What follows belongs to an exercise in optimizing a design on an open flow for small area; a production flow would make more cautious choices. Function was checked by simulation only, so behaviour that the tests miss may differ from the original. No activity file was given, so power comes from the tool's default toggle rates.

Design dcupTop, start of the top module:
module dcupTop (
  input  logic        CLK,
  input  logic        RST,
  input  logic        EN,
  input  logic        Start,
  output logic [7:0]  InstMemAddr,
  input  logic [15:0] Inst,
  output logic [7:0]  DataMemAddr,
  input  logic [15:0] DataIn,
  output logic        DataMemWE,
  output logic [15:0] DataOut,
  output logic        Running
);
  localparam logic [3:0] ENone = 4'b0000, ECmp = 4'b0001, EHalt = 4'b0010, ELoad = 4'b0011,
                         EStore = 4'b0100, EJump = 4'b0101, EBz = 4'b0110, EBnz = 4'b0111,
                         EAdd = 4'b1000, ESub = 4'b1001, EXor = 4'b1010, EAnd = 4'b1011,
                         EOr = 4'b1100, ESll = 4'b1101, ESrl = 4'b1110, ELdi = 4'b1111;
  logic        running;
  logic [7:0]  pc;
  logic [4:0]  dOp;
  logic [10:0] dF;
  logic [3:0]  eOp;
  logic [15:0] eA;         
  logic [15:0] eB;         
  logic [2:0]  eIdx;
  logic        mTaken;
  logic        mWe;
  logic [1:0]  mCls;       
  logic [7:0]  mR;
  logic [15:0] mS;
  logic [2:0]  mIdx;
  logic        mFlag;      
  logic        zeroFlag;   
  logic        wWr;
  logic        wHalt;
  logic [2:0]  wIdx;
  logic [15:0] wData;
  logic [15:0] regs [8];
  logic        clr;
  assign Running     = running;
  assign InstMemAddr = pc;
  assign DataMemAddr = mR;
  ...
Settings: LEC_CHECK=0, CAP_MARGIN=20, CORE_MARGIN=2, CORE_UTILIZATION=65, SLEW_MARGIN=20, SYNTH_HIERARCHICAL=1; clock period 4.5 ns.
standard.sh (not shown) runs the stock make flow with config.mk's settings and CLKGATE_MAP_FILE= SYNTH_SCRIPT=/design/flow/synth_recipe.tcl, a recipe that flattens the netlist after the stock synthesis.
==> flow/flow/run.sh <==
#!/bin/bash
# Standard synthesis; then every combinational cell goes to the smallest
# size of its family (timing repair sizes up again where needed); then the
# standard layout with smaller port buffers and a clock tree with larger sink
# clusters and no dummy loads. Each tool writes its full output to a log here;
# each ORFS step also keeps its own log under orfs/logs.
set -euo pipefail
R=orfs/results/sky130hd/dcupTop/base
bash standard.sh synth > synth.log 2>&1
SYNTH_ODB=$R/1_synth.odb openroad -no_init -exit flow/downsize.tcl > downsize.log 2>&1
touch $R/1_synth.sdc
bash standard.sh \
  BUFFER_PORTS_ARGS="-buffer_cell sky130_fd_sc_hd__buf_1" \
  CTS_ARGS="-sink_clustering_enable -repair_clock_nets -buf_list sky130_fd_sc_hd__clkbuf_4 -sink_clustering_size 10 -sink_clustering_max_diameter 50 -dont_use_dummy_load" \
  finish > make.log 2>&1
==> flow/flow/downsize.tcl <==
# Swap each combinational cell of the synthesized netlist for the smallest
# cell of the same family (same pins); timing repair later sizes up again
# where needed. Registers keep the cell synthesis gave them.
set odb $::env(SYNTH_ODB)
read_db $odb
set db [ord::get_db]
foreach lib [$db getLibs] {
  foreach m [$lib getMasters] {
    set n [$m getName]
    if {[regexp {^(sky130_fd_sc_hd__[a-z0-9]+)_([0-9]+)$} $n -> base sz]} {
      lappend grp($base) $m
    }
  }
}
proc pins {m} {
  set l {}
  foreach t [$m getMTerms] { lappend l [$t getName] }
  return [lsort $l]
}
set block [ord::get_db_block]
set count 0
set saved 0
foreach inst [$block getInsts] {
  set m [$inst getMaster]
  set n [$m getName]
  if {![regexp {^(sky130_fd_sc_hd__[a-z0-9]+)_([0-9]+)$} $n -> base sz]} { continue }
  if {[regexp {__(df|edf|sdf|dl|conb|tap|fill|decap|clk|lpflow|probe)} $n]} { continue }
  set best $m
  set ba [expr {[$m getWidth] * [$m getHeight]}]
  foreach c $grp($base) {
    set a [expr {[$c getWidth] * [$c getHeight]}]
    if {$a < $ba && [pins $c] eq [pins $m]} { set best $c; set ba $a }
  }
  if {$best ne $m} {
    set saved [expr {$saved + [$m getWidth] * [$m getHeight] - $ba}]
    $inst swapMaster $best
    incr count
  }
}
puts "downsized $count cells, [expr {$saved / 1e6}] um2"
write_db $odb
The starting point completed with no timing, DRC or antenna violations.
Change:
--- a/flow/flow/run.sh
+++ b/flow/flow/run.sh
@@ -13,3 +13,3 @@
   BUFFER_PORTS_ARGS="-buffer_cell sky130_fd_sc_hd__buf_1" \
-  CTS_ARGS="-sink_clustering_enable -repair_clock_nets -buf_list sky130_fd_sc_hd__clkbuf_4 -sink_clustering_size 10 -sink_clustering_max_diameter 50 -dont_use_dummy_load" \
+  CTS_ARGS="-sink_clustering_enable -repair_clock_nets -buf_list sky130_fd_sc_hd__clkbuf_8 -sink_clustering_size 20 -sink_clustering_max_diameter 60 -dont_use_dummy_load" \
   finish > make.log 2>&1
CORE_UTILIZATION = 75   (was 65)
=>
- The changed run completed without violations
- wire length drops by about 2%
- cell area decreases by 0.44%
- total power is about the same
- die area shrinks by about 13%
- area after synthesis is unchanged
- utilization came out higher by 11 points
- sequential share of layout area climbs by 0.18 points

[afterwards: timing with drivers on the ports]
Ports are ideal in the flow. The routed layouts listed here were re-timed in OpenROAD. Step 1, drivers: a clkbuf_16 drives CLK and a buf_2 each remaining input, both assumed. Step 2 times the ports against the registers' clock, not the clock port: input delays grow and output delays shrink by t, the midpoint of the rising clock arrivals with the driver on. Slacks: ideal / step 1 / step 2; pairs: ideal / step 1.
| run | t, ns | setup WS [ns] | worst setup path after step 2 | latest minus earliest clock arrival (ns) |
|---|---|---|---|---|
| the first run | 0.736 | 0.417 / 0.417 / 0.417 | register to register | 0.031 / 0.031 |
| the second run | 0.543 | 0.370 / 0.370 / 0.370 | register to register | 0.069 / 0.070 |
After both steps setup and hold are still met in every run listed.
